This is an optimization exercise on Yosys and OpenROAD, whose aim is a short achievable clock period and few clock cycles, not a production implementation. The RTL was checked by simulation tests, not by an equivalence proof against the original design.

==> inputs of violet <==
// viper_cpu
module viper_cpu (
	input  logic  clock,
	input  logic  reset,
	input  viper_pkg::word_t datai,
	output viper_pkg::addr_t      addr,
	output logic       rd,
	output logic       wr,
	output viper_pkg::word_t      datao
);
Settings: LEC_CHECK=0, CAP_MARGIN=20, CORE_MARGIN=2, CORE_UTILIZATION=40, SETUP_SLACK_MARGIN=2.0, SLEW_MARGIN=20, SYNTH_HIERARCHICAL=1; clock period 6.5 ns.
run.sh (not shown) runs the stock make flow with config.mk's settings and CLKGATE_MAP_FILE= SYNTH_SCRIPT=/design/flow/synth_recipe.tcl, a recipe that flattens the netlist after the stock synthesis.
==> maple: changes against violet <==
--- a/flow/design.v
+++ b/flow/design.v
@@ -145,24 +145,29 @@
 	logic        ea_stale;     
 	logic [19:0] jt;           
 	logic [1:0]  jcy;          
 	logic        jwrap;        
 	logic        tk1, tk0;     
 	logic        fs1, fs0;     
 	logic [IB-1:0] l_seq;      
+	logic [IB-1:0] l_pc;       
 	logic [WW-1:0] cw;         
 	logic        chit_r;       
 	logic        q_store, q_read, q_memop, q_push, q_abs, q_rel;
 	logic        q_w0, q_w1, q_w2, q_cmpv, q_cmpor;
 	logic        q_sneg, q_sadd, q_ssub;
 	logic [3:0]  q_src;        
 	logic [5:0]  q_rel_sel;    
 	logic [NE*WW-1:0] c_w;
 	logic [NE*TW-1:0] c_tag;
 	logic [NE-1:0]    c_v;
+	logic          pw_v;
+	logic [19:0]   pw_a;
+	logic [WW-1:0] pw_d;
+	logic          pw_go;
 	function automatic [IB-1:0] cidx(input [19:0] a);
 		cidx = a[IB+2:3] ^ a[IB-1:0];
 	endfunction
 	logic [19:0] d_tail;
 	logic        taken, fast, slow, xact, xbus;
 	assign d_tail = ir[19:0];
 	assign taken = flag ? tk1 : tk0;
@@ -190,15 +195,15 @@
 			result = o_val;
 	end
 	assign lt = (s_val[31] && !o_val[31]) || (!(s_val[31] ^ o_val[31]) && diff[31]);
 	assign eq = (s_val == o_val);
 	assign relation = (q_rel_sel[0] && lt) || (q_rel_sel[1] && !lt) || (q_rel_sel[2] && eq) ||
 		(q_rel_sel[3] && !eq) || (q_rel_sel[4] && (lt || eq)) || (q_rel_sel[5] && !lt && !eq);
 	assign flag_nx = (xact && q_cmpv) ? (relation || (q_cmpor && flag)) : flag;
-	logic [19:0] npc, jt8, pc8;
+	logic [19:0] npc, jt8, pc8, st8;
 	logic [28:0] fpc;
 	logic [8:0]  npch, pch_base, pch_jmp;
 	logic [19:0] faddr, fa8, fa16;
 	logic [28:0] npc_full;
 	logic [29:0] n_padv;
 	logic        chit_now, bus_fetch, cache_fetch, load_ir, adv;
 	assign pch_base = q_src[3] ? pc[28:20] : r2[28:20];
@@ -221,16 +226,16 @@
 	logic [1:0]  n_src, n_mode;
 	logic [2:0]  n_dest;
 	logic        n_cmp;
 	logic [3:0]  n_fn;
 	logic [19:0] n_tail, n_ea1, n_ea2, n_ea;
 	logic        n_store, n_push, n_arith, n_abs, n_add, n_sub, n_jf, n_rr_ok;
 	logic        n_tk1, n_tk0, n_stale;
-	logic [21:0] n_rel, rel_s, rel_j, rel_p, rel_r, sub_s, sub_j, sub_p;
-	assign nw = bus_fetch ? datai[30:0] : cw;
+	logic [21:0] n_rel, rel_s, rel_p, rel_r, sub_s, sub_p;
+	assign nw = (!iv || !q_memop) ? datai[30:0] : cw;
 	assign n_src = nw[30:29];
 	assign n_mode = nw[28:27];
 	assign n_dest = nw[26:24];
 	assign n_cmp = nw[23];
 	assign n_fn = nw[22:19];
 	assign n_tail = nw[19:0];
 	assign n_store = !n_cmp && (n_dest == 3'd7);
@@ -238,70 +243,73 @@
 	assign n_arith = !n_cmp && !n_store && (n_fn != 4'd1) && (n_fn < 4'd12);
 	assign n_abs = (n_fn == 4'd1) || (n_fn == 4'd2) || (n_fn == 4'd3);
 	assign n_add = (n_fn == 4'd4) || (n_fn == 4'd5) || (n_fn == 4'd8) || (n_fn == 4'd10);
 	assign n_sub = (n_fn == 4'd6) || (n_fn == 4'd7) || (n_fn == 4'd9) || (n_fn == 4'd11);
 	assign n_tk1 = n_push || (n_arith && ((n_dest == 3'd3) || (n_dest == 3'd4)));
 	assign n_tk0 = n_push || (n_arith && ((n_dest == 3'd3) || (n_dest == 3'd5)));
 	assign n_rr_ok = (n_src == 2'd2) && n_add && !(xact && (q_w2 || q_push));
-	assign n_jf = (n_mode == 2'd0) && (n_abs || ((n_src == 2'd3) && (n_add || n_sub)) || n_rr_ok);
-	assign pc8 = {fpc[19:3] + 17'd1, fpc[2:0]};
-	logic [21:0] t_add, nsub_s, nsub_j, nsub_p;
+	assign n_jf = (n_mode == 2'd0) && (n_abs || n_rr_ok ||
+		((n_src == 2'd3) && (n_add || n_sub) && !(iv && fast)));
+	assign st8 = {st[19:3] + 17'd1, st[2:0]};
+	assign pc8 = sl ? st8 : padv[19:0];
+	logic [21:0] t_add, nsub_s, nsub_p;
 	assign t_add = {2'b00, n_tail};
 	ks_add0 #(.W(22)) u_rel_s (.a({2'b00, padv2}), .b(t_add), .s(rel_s));
-	ks_add0 #(.W(22)) u_rel_j (.a({2'b00, jt8}), .b(t_add), .s(rel_j));
 	ks_add0 #(.W(22)) u_rel_p (.a({2'b00, pc8}), .b(t_add), .s(rel_p));
 	ks_add0 #(.W(22)) u_rel_r (.a({2'b00, r2[19:0]}), .b(t_add), .s(rel_r));
 	ks_add0 #(.W(22)) u_sub_s (.a(~{2'b00, padv2}), .b(t_add), .s(nsub_s));
-	ks_add0 #(.W(22)) u_sub_j (.a(~{2'b00, jt8}), .b(t_add), .s(nsub_j));
 	ks_add0 #(.W(22)) u_sub_p (.a(~{2'b00, pc8}), .b(t_add), .s(nsub_p));
 	assign sub_s = ~nsub_s;
-	assign sub_j = ~nsub_j;
 	assign sub_p = ~nsub_p;
 	assign n_rel = (n_src != 2'd3) ? rel_r : !iv ? (n_sub ? sub_p : rel_p) :
-		fast ? (n_sub ? sub_j : rel_j) : (n_sub ? sub_s : rel_s);
+		(n_sub ? sub_s : rel_s);
 	ks_add0 #(.W(20)) u_ea1 (.a(n_tail), .b(r1[19:0]), .s(n_ea1));
 	ks_add0 #(.W(20)) u_ea2 (.a(n_tail), .b(r2[19:0]), .s(n_ea2));
 	assign n_ea = (n_mode == 2'd2) ? n_ea1 : (n_mode == 2'd3) ? n_ea2 : n_tail;
 	assign n_stale = xact && (((n_mode == 2'd2) && q_w1) ||
 		((n_mode == 2'd3) && (q_w2 || q_push)));
-	logic [IB-1:0] fidx, sidx, lidx;
+	logic [IB-1:0] sidx, lidx;
 	logic [NE-1:0] loh, lhit;
 	logic [WW-1:0] lw;
 	logic [19:0]   ea_re;
-	assign fidx = cidx(faddr);
 	assign sidx = cidx(ea);
-	assign lidx = !iv ? cidx(fa8) : fast ? cidx(jt8) : l_seq;
+	assign pw_go = pw_v && !(xbus && q_store && (ea == pw_a));
+	assign lidx = !iv ? (sl ? cidx(st8) : l_pc) : fast ? cidx(jt8) : l_seq;
 	always_comb begin
 		lw = '0;
 		for (int e = 0; e < NE; e++) begin
 			loh[e] = (lidx == e);
 			lhit[e] = c_v[e] && (c_tag[e*TW +: TW] == fa8[19:IB]);
 			lw = lw | ({WW{loh[e]}} & c_w[e*WW +: WW]);
 		end
 	end
 	ks_add0 #(.W(20)) u_ea_re (.a(d_tail), .b(ir[27] ? r2[19:0] : r1[19:0]), .s(ea_re));
-	assign addr = xbus ? ea : faddr;
+	assign addr = fast ? jt : xbus ? ea : iv ? padv[19:0] : fpc[19:0];
 	assign wr = xbus && q_store;
 	assign rd = !wr;
 	assign datao = s_val;
 	always_ff @(posedge clock or posedge reset) begin
 		if (reset) begin
 			r0 <= '0;
 			r1 <= '0;
 			r2 <= '0;
 			flag <= 1'b0;
 			iv <= 1'b0;
 			pc <= '0;
+			padv <= 30'd8;
+			l_pc <= cidx(20'd8);
 			sl <= 1'b0;
 			ea_stale <= 1'b0;
 			fs1 <= 1'b0;
 			fs0 <= 1'b0;
 			c_v <= '0;
+			pw_v <= 1'b0;
 		end else begin
 			flag <= flag_nx;
+			pw_v <= bus_fetch;
 			if (xact) begin
 				if (q_w0)
 					r0 <= result;
 				if (q_w1)
 					r1 <= result;
 				if (q_push)
 					r2 <= {2'b00, padv};
@@ -310,40 +318,43 @@
 			end
 			if (adv) begin
 				iv <= load_ir;
 				ea_stale <= load_ir && n_stale;
 				fs1 <= load_ir && n_jf && n_tk1;
 				fs0 <= load_ir && n_jf && n_tk0;
 				pc <= npc_full;
+				padv <= n_padv;
+				l_pc <= cidx(n_padv[19:0]);
 				sl <= iv && slow;
 			end else begin
 				ea_stale <= 1'b0;
 			end
 			for (int e = 0; e < NE; e++) begin
-				if (bus_fetch && (fidx == e))
+				if (pw_go && (cidx(pw_a) == e))
 					c_v[e] <= 1'b1;
 				else if (xbus && q_store && (sidx == e) &&
 						(c_tag[e*TW +: TW] == ea[19:IB]))
 					c_v[e] <= 1'b0;
 			end
 		end
 	end
 	always_ff @(posedge clock) begin
 		st <= q_push ? o_val[28:0] : result[28:0];
+		pw_a <= faddr;
+		pw_d <= datai[30:0];
 		if (!adv) begin
 			ea <= ea_re;
 		end else begin
 			ir <= nw;
 			jt <= n_abs ? n_tail : n_rel[19:0];
 			jcy <= n_rel[21:20];
 			jwrap <= (n_src == 2'd3) && (&faddr[19:3]);
 			tk1 <= n_tk1;
 			tk0 <= n_tk0;
 			ea <= n_ea;
-			padv <= n_padv;
 			padv2 <= fa16;
 			l_seq <= cidx(fa16);
 			cw <= lw;
 			chit_r <= |(loh & lhit) && !(xact && q_store && (ea == fa8));
 			q_store <= n_store;
 			q_read <= (n_mode != 2'd0) && !n_store;
 			q_memop <= n_store || (n_mode != 2'd0);
@@ -358,15 +369,15 @@
 			q_sneg <= n_fn == 4'd0;
 			q_sadd <= n_add;
 			q_ssub <= n_sub;
 			q_src <= 4'b0001 << n_src;
 			q_rel_sel <= 6'b000001 << n_fn[2:0];
 		end
 		for (int e = 0; e < NE; e++) begin
-			if (bus_fetch && (fidx == e)) begin
-				c_w[e*WW +: WW] <= datai[30:0];
-				c_tag[e*TW +: TW] <= faddr[19:IB];
+			if (pw_go && (cidx(pw_a) == e)) begin
+				c_w[e*WW +: WW] <= pw_d;
+				c_tag[e*TW +: TW] <= pw_a[19:IB];
 			end
 		end
 	end
 endmodule
 `default_nettype wire
==> flow/config.mk (replaced) <==
export PLATFORM = sky130hd
export DESIGN_NAME = viper_cpu
export DESIGN_NICKNAME = viper_cpu
export VERILOG_FILES = /design/flow/design.v
export SDC_FILE = /design/flow/constraint.sdc
export NUM_CORES = 4
export LEC_CHECK = 0
export CAP_MARGIN = 20
export CORE_MARGIN = 2
export CORE_UTILIZATION = 50
export SETUP_SLACK_MARGIN = 2.0
export SLEW_MARGIN = 20
export SYNTH_HIERARCHICAL = 1
==> fjord: changes against violet <==
--- a/flow/design.v
+++ b/flow/design.v
@@ -145,24 +145,29 @@
 	logic        ea_stale;     
 	logic [19:0] jt;           
 	logic [1:0]  jcy;          
 	logic        jwrap;        
 	logic        tk1, tk0;     
 	logic        fs1, fs0;     
 	logic [IB-1:0] l_seq;      
+	logic [IB-1:0] l_pc;       
 	logic [WW-1:0] cw;         
 	logic        chit_r;       
 	logic        q_store, q_read, q_memop, q_push, q_abs, q_rel;
 	logic        q_w0, q_w1, q_w2, q_cmpv, q_cmpor;
 	logic        q_sneg, q_sadd, q_ssub;
 	logic [3:0]  q_src;        
 	logic [5:0]  q_rel_sel;    
 	logic [NE*WW-1:0] c_w;
 	logic [NE*TW-1:0] c_tag;
 	logic [NE-1:0]    c_v;
+	logic          pw_v;
+	logic [19:0]   pw_a;
+	logic [WW-1:0] pw_d;
+	logic          pw_go;
 	function automatic [IB-1:0] cidx(input [19:0] a);
 		cidx = a[IB+2:3] ^ a[IB-1:0];
 	endfunction
 	logic [19:0] d_tail;
 	logic        taken, fast, slow, xact, xbus;
 	assign d_tail = ir[19:0];
 	assign taken = flag ? tk1 : tk0;
@@ -190,15 +195,15 @@
 			result = o_val;
 	end
 	assign lt = (s_val[31] && !o_val[31]) || (!(s_val[31] ^ o_val[31]) && diff[31]);
 	assign eq = (s_val == o_val);
 	assign relation = (q_rel_sel[0] && lt) || (q_rel_sel[1] && !lt) || (q_rel_sel[2] && eq) ||
 		(q_rel_sel[3] && !eq) || (q_rel_sel[4] && (lt || eq)) || (q_rel_sel[5] && !lt && !eq);
 	assign flag_nx = (xact && q_cmpv) ? (relation || (q_cmpor && flag)) : flag;
-	logic [19:0] npc, jt8, pc8;
+	logic [19:0] npc, jt8, pc8, st8;
 	logic [28:0] fpc;
 	logic [8:0]  npch, pch_base, pch_jmp;
 	logic [19:0] faddr, fa8, fa16;
 	logic [28:0] npc_full;
 	logic [29:0] n_padv;
 	logic        chit_now, bus_fetch, cache_fetch, load_ir, adv;
 	assign pch_base = q_src[3] ? pc[28:20] : r2[28:20];
@@ -221,16 +226,18 @@
 	logic [1:0]  n_src, n_mode;
 	logic [2:0]  n_dest;
 	logic        n_cmp;
 	logic [3:0]  n_fn;
 	logic [19:0] n_tail, n_ea1, n_ea2, n_ea;
 	logic        n_store, n_push, n_arith, n_abs, n_add, n_sub, n_jf, n_rr_ok;
 	logic        n_tk1, n_tk0, n_stale;
-	logic [21:0] n_rel, rel_s, rel_j, rel_p, rel_r, sub_s, sub_j, sub_p;
-	assign nw = bus_fetch ? datai[30:0] : cw;
+	logic [21:0] n_rel, rel_s, rel_p, rel_r, sub_s, sub_p;
+	logic use_bus;
+	assign use_bus = !iv || !q_memop;
+	assign nw = use_bus ? datai[30:0] : cw;
 	assign n_src = nw[30:29];
 	assign n_mode = nw[28:27];
 	assign n_dest = nw[26:24];
 	assign n_cmp = nw[23];
 	assign n_fn = nw[22:19];
 	assign n_tail = nw[19:0];
 	assign n_store = !n_cmp && (n_dest == 3'd7);
@@ -238,70 +245,86 @@
 	assign n_arith = !n_cmp && !n_store && (n_fn != 4'd1) && (n_fn < 4'd12);
 	assign n_abs = (n_fn == 4'd1) || (n_fn == 4'd2) || (n_fn == 4'd3);
 	assign n_add = (n_fn == 4'd4) || (n_fn == 4'd5) || (n_fn == 4'd8) || (n_fn == 4'd10);
 	assign n_sub = (n_fn == 4'd6) || (n_fn == 4'd7) || (n_fn == 4'd9) || (n_fn == 4'd11);
 	assign n_tk1 = n_push || (n_arith && ((n_dest == 3'd3) || (n_dest == 3'd4)));
 	assign n_tk0 = n_push || (n_arith && ((n_dest == 3'd3) || (n_dest == 3'd5)));
 	assign n_rr_ok = (n_src == 2'd2) && n_add && !(xact && (q_w2 || q_push));
-	assign n_jf = (n_mode == 2'd0) && (n_abs || ((n_src == 2'd3) && (n_add || n_sub)) || n_rr_ok);
-	assign pc8 = {fpc[19:3] + 17'd1, fpc[2:0]};
-	logic [21:0] t_add, nsub_s, nsub_j, nsub_p;
-	assign t_add = {2'b00, n_tail};
-	ks_add0 #(.W(22)) u_rel_s (.a({2'b00, padv2}), .b(t_add), .s(rel_s));
-	ks_add0 #(.W(22)) u_rel_j (.a({2'b00, jt8}), .b(t_add), .s(rel_j));
+	assign n_jf = (n_mode == 2'd0) && (n_abs || n_rr_ok ||
+		((n_src == 2'd3) && (n_add || n_sub) && !(iv && fast)));
+	assign st8 = {st[19:3] + 17'd1, st[2:0]};
+	assign pc8 = sl ? st8 : padv[19:0];
+	logic [21:0] t_add, nsub_s, nsub_p;
+	logic [21:0] c_add, rel_s_c, rel_r_c, nsub_s_c, rel_s_d, rel_r_d, nsub_s_d;
+	assign t_add = {2'b00, datai[19:0]};
+	assign c_add = {2'b00, cw[19:0]};
+	ks_add0 #(.W(22)) u_rel_s (.a({2'b00, padv2}), .b(t_add), .s(rel_s_d));
 	ks_add0 #(.W(22)) u_rel_p (.a({2'b00, pc8}), .b(t_add), .s(rel_p));
-	ks_add0 #(.W(22)) u_rel_r (.a({2'b00, r2[19:0]}), .b(t_add), .s(rel_r));
-	ks_add0 #(.W(22)) u_sub_s (.a(~{2'b00, padv2}), .b(t_add), .s(nsub_s));
-	ks_add0 #(.W(22)) u_sub_j (.a(~{2'b00, jt8}), .b(t_add), .s(nsub_j));
+	ks_add0 #(.W(22)) u_rel_r (.a({2'b00, r2[19:0]}), .b(t_add), .s(rel_r_d));
+	ks_add0 #(.W(22)) u_sub_s (.a(~{2'b00, padv2}), .b(t_add), .s(nsub_s_d));
 	ks_add0 #(.W(22)) u_sub_p (.a(~{2'b00, pc8}), .b(t_add), .s(nsub_p));
+	ks_add0 #(.W(22)) u_rel_s_c (.a({2'b00, padv2}), .b(c_add), .s(rel_s_c));
+	ks_add0 #(.W(22)) u_rel_r_c (.a({2'b00, r2[19:0]}), .b(c_add), .s(rel_r_c));
+	ks_add0 #(.W(22)) u_sub_s_c (.a(~{2'b00, padv2}), .b(c_add), .s(nsub_s_c));
+	assign rel_s = use_bus ? rel_s_d : rel_s_c;
+	assign rel_r = use_bus ? rel_r_d : rel_r_c;
+	assign nsub_s = use_bus ? nsub_s_d : nsub_s_c;
 	assign sub_s = ~nsub_s;
-	assign sub_j = ~nsub_j;
 	assign sub_p = ~nsub_p;
 	assign n_rel = (n_src != 2'd3) ? rel_r : !iv ? (n_sub ? sub_p : rel_p) :
-		fast ? (n_sub ? sub_j : rel_j) : (n_sub ? sub_s : rel_s);
-	ks_add0 #(.W(20)) u_ea1 (.a(n_tail), .b(r1[19:0]), .s(n_ea1));
-	ks_add0 #(.W(20)) u_ea2 (.a(n_tail), .b(r2[19:0]), .s(n_ea2));
+		(n_sub ? sub_s : rel_s);
+	logic [19:0] ea1_d, ea2_d, ea1_c, ea2_c;
+	ks_add0 #(.W(20)) u_ea1 (.a(datai[19:0]), .b(r1[19:0]), .s(ea1_d));
+	ks_add0 #(.W(20)) u_ea2 (.a(datai[19:0]), .b(r2[19:0]), .s(ea2_d));
+	ks_add0 #(.W(20)) u_ea1_c (.a(cw[19:0]), .b(r1[19:0]), .s(ea1_c));
+	ks_add0 #(.W(20)) u_ea2_c (.a(cw[19:0]), .b(r2[19:0]), .s(ea2_c));
+	assign n_ea1 = use_bus ? ea1_d : ea1_c;
+	assign n_ea2 = use_bus ? ea2_d : ea2_c;
 	assign n_ea = (n_mode == 2'd2) ? n_ea1 : (n_mode == 2'd3) ? n_ea2 : n_tail;
 	assign n_stale = xact && (((n_mode == 2'd2) && q_w1) ||
 		((n_mode == 2'd3) && (q_w2 || q_push)));
-	logic [IB-1:0] fidx, sidx, lidx;
+	logic [IB-1:0] sidx, lidx;
 	logic [NE-1:0] loh, lhit;
 	logic [WW-1:0] lw;
 	logic [19:0]   ea_re;
-	assign fidx = cidx(faddr);
 	assign sidx = cidx(ea);
-	assign lidx = !iv ? cidx(fa8) : fast ? cidx(jt8) : l_seq;
+	assign pw_go = pw_v && !(xbus && q_store && (ea == pw_a));
+	assign lidx = !iv ? (sl ? cidx(st8) : l_pc) : fast ? cidx(jt8) : l_seq;
 	always_comb begin
 		lw = '0;
 		for (int e = 0; e < NE; e++) begin
 			loh[e] = (lidx == e);
 			lhit[e] = c_v[e] && (c_tag[e*TW +: TW] == fa8[19:IB]);
 			lw = lw | ({WW{loh[e]}} & c_w[e*WW +: WW]);
 		end
 	end
 	ks_add0 #(.W(20)) u_ea_re (.a(d_tail), .b(ir[27] ? r2[19:0] : r1[19:0]), .s(ea_re));
-	assign addr = xbus ? ea : faddr;
+	assign addr = fast ? jt : xbus ? ea : iv ? padv[19:0] : fpc[19:0];
 	assign wr = xbus && q_store;
 	assign rd = !wr;
 	assign datao = s_val;
 	always_ff @(posedge clock or posedge reset) begin
 		if (reset) begin
 			r0 <= '0;
 			r1 <= '0;
 			r2 <= '0;
 			flag <= 1'b0;
 			iv <= 1'b0;
 			pc <= '0;
+			padv <= 30'd8;
+			l_pc <= cidx(20'd8);
 			sl <= 1'b0;
 			ea_stale <= 1'b0;
 			fs1 <= 1'b0;
 			fs0 <= 1'b0;
 			c_v <= '0;
+			pw_v <= 1'b0;
 		end else begin
 			flag <= flag_nx;
+			pw_v <= bus_fetch;
 			if (xact) begin
 				if (q_w0)
 					r0 <= result;
 				if (q_w1)
 					r1 <= result;
 				if (q_push)
 					r2 <= {2'b00, padv};
@@ -310,40 +333,43 @@
 			end
 			if (adv) begin
 				iv <= load_ir;
 				ea_stale <= load_ir && n_stale;
 				fs1 <= load_ir && n_jf && n_tk1;
 				fs0 <= load_ir && n_jf && n_tk0;
 				pc <= npc_full;
+				padv <= n_padv;
+				l_pc <= cidx(n_padv[19:0]);
 				sl <= iv && slow;
 			end else begin
 				ea_stale <= 1'b0;
 			end
 			for (int e = 0; e < NE; e++) begin
-				if (bus_fetch && (fidx == e))
+				if (pw_go && (cidx(pw_a) == e))
 					c_v[e] <= 1'b1;
 				else if (xbus && q_store && (sidx == e) &&
 						(c_tag[e*TW +: TW] == ea[19:IB]))
 					c_v[e] <= 1'b0;
 			end
 		end
 	end
 	always_ff @(posedge clock) begin
 		st <= q_push ? o_val[28:0] : result[28:0];
+		pw_a <= faddr;
+		pw_d <= datai[30:0];
 		if (!adv) begin
 			ea <= ea_re;
 		end else begin
 			ir <= nw;
 			jt <= n_abs ? n_tail : n_rel[19:0];
 			jcy <= n_rel[21:20];
 			jwrap <= (n_src == 2'd3) && (&faddr[19:3]);
 			tk1 <= n_tk1;
 			tk0 <= n_tk0;
 			ea <= n_ea;
-			padv <= n_padv;
 			padv2 <= fa16;
 			l_seq <= cidx(fa16);
 			cw <= lw;
 			chit_r <= |(loh & lhit) && !(xact && q_store && (ea == fa8));
 			q_store <= n_store;
 			q_read <= (n_mode != 2'd0) && !n_store;
 			q_memop <= n_store || (n_mode != 2'd0);
@@ -358,15 +384,15 @@
 			q_sneg <= n_fn == 4'd0;
 			q_sadd <= n_add;
 			q_ssub <= n_sub;
 			q_src <= 4'b0001 << n_src;
 			q_rel_sel <= 6'b000001 << n_fn[2:0];
 		end
 		for (int e = 0; e < NE; e++) begin
-			if (bus_fetch && (fidx == e)) begin
-				c_w[e*WW +: WW] <= datai[30:0];
-				c_tag[e*TW +: TW] <= faddr[19:IB];
+			if (pw_go && (cidx(pw_a) == e)) begin
+				c_w[e*WW +: WW] <= pw_d;
+				c_tag[e*TW +: TW] <= pw_a[19:IB];
 			end
 		end
 	end
 endmodule
 `default_nettype wire
==> flow/config.mk (replaced) <==
export PLATFORM = sky130hd
export DESIGN_NAME = viper_cpu
export DESIGN_NICKNAME = viper_cpu
export VERILOG_FILES = /design/flow/design.v
export SDC_FILE = /design/flow/constraint.sdc
export NUM_CORES = 4
export LEC_CHECK = 0
export CAP_MARGIN = 20
export CORE_MARGIN = 2
export CORE_UTILIZATION = 35
export SETUP_SLACK_MARGIN = 2.0
export SLEW_MARGIN = 20
export SYNTH_HIERARCHICAL = 1
==> run notes <==
CTS sink count 1840; Hold Slack 0.480 ns; via count 82200; met1 WL 169000 um; clock latency on the worst-skew pair 0.91 ns; status complete, no violations; metal2 WL 185000 um; CP max FO 10; GR Util All Layers 32.9%; CP arrival 5.49 ns; # diodes 13; R2R Path Start jt[9]; largest net degree at the start of global routing 124; hold path start pc[1]; Layout area overhead 21.1%; met3 wire length 53100 um; WHS Endpoint pc[1]; crit path to chit_r
the above is filed under violet

==> run notes <==
status complete, no violations; WHS Endpoint flag; Multi-input comb cells 6690; via count 83100; initial antenna violation count 42; CTS sink count 1894; # diodes 15; Hold Slack 0.457 ns; Layout area overhead 15.9%; GR Util All Layers 27.9%; metal2 WL 196000 um; largest net degree at the start of global routing 90; hold path start ir[22]; met3 wire length 46600 um; count of non-filler cells in the finished layout 13700; fraction of area in multi-input gates 39.9%; clock latency on the worst-skew pair 0.89 ns; CP arrival 5.32 ns; crit path to r2[27]
the above is filed under fjord

==> run notes <==
CP arrival 5.05 ns; Worst path depth 10; Hold Slack 0.466 ns; largest net degree at the start of global routing 133; Data required, critical path 6.99 ns; status complete, no violations; Layout area overhead 14.3%; R2R Path Start iv; metal2 WL 174000 um; Seq/total area 49.1%; Tcrit/Tclk final 70.2%; crit path to c_w[482]; # diodes 4; actual slew at the worst max-slew pin 1.19 ns; met1 WL 150000 um; CP max FO 31; Inverters excl. clock 177; WHS Endpoint pc[6]; clock latency on the worst-skew pair 0.89 ns; GR Util All Layers 38.2%; via count 74600
the above is filed under maple

Testbench counts of violet, summed over its fixed seeds: cycles 42,764.
Testbench counts of maple, summed over its fixed seeds: cycles 42,756.
Testbench counts of fjord, summed over its fixed seeds: cycles 42,756.

==> afterwards: timing with drivers on the ports <==
The results above use ideal ports. As a check the final layouts listed here were re-extracted and re-timed, cells and wires unchanged.
Step 1 (the two cells are an assumption about what drives the block):
set clk [get_ports {clock}]
set_driving_cell -lib_cell sky130_fd_sc_hd__clkbuf_16 $clk
set_driving_cell -lib_cell sky130_fd_sc_hd__buf_2 [delete_from_list [all_inputs] $clk]
Step 2, shift: input delay + t, output delay - t, t = (earliest + latest rising clock arrival at the registers) / 2. This alone moves slack from input paths to output paths.
Three values: no drivers, after step 1, after step 2; two values: the first two.
run | shift t [ns] | slack for setup (ns) | slew at the worst register clock pin (ns) | worst slew at a driven data input, ns
violet | 0.964 | 1.629 / 1.629 / 0.900 | 0.07 / 0.07 | 0.20
maple | 0.931 | 1.937 / 1.937 / 1.250 | 0.07 / 0.07 | 0.04
fjord | 0.948 | 1.922 / 1.876 / 1.067 | 0.07 / 0.07 | 0.08
After both steps every run listed still meets setup and hold. For fjord, which loses most, drivers alone change the setup slack by -0.046 ns; drivers and shift together by -0.855 ns.
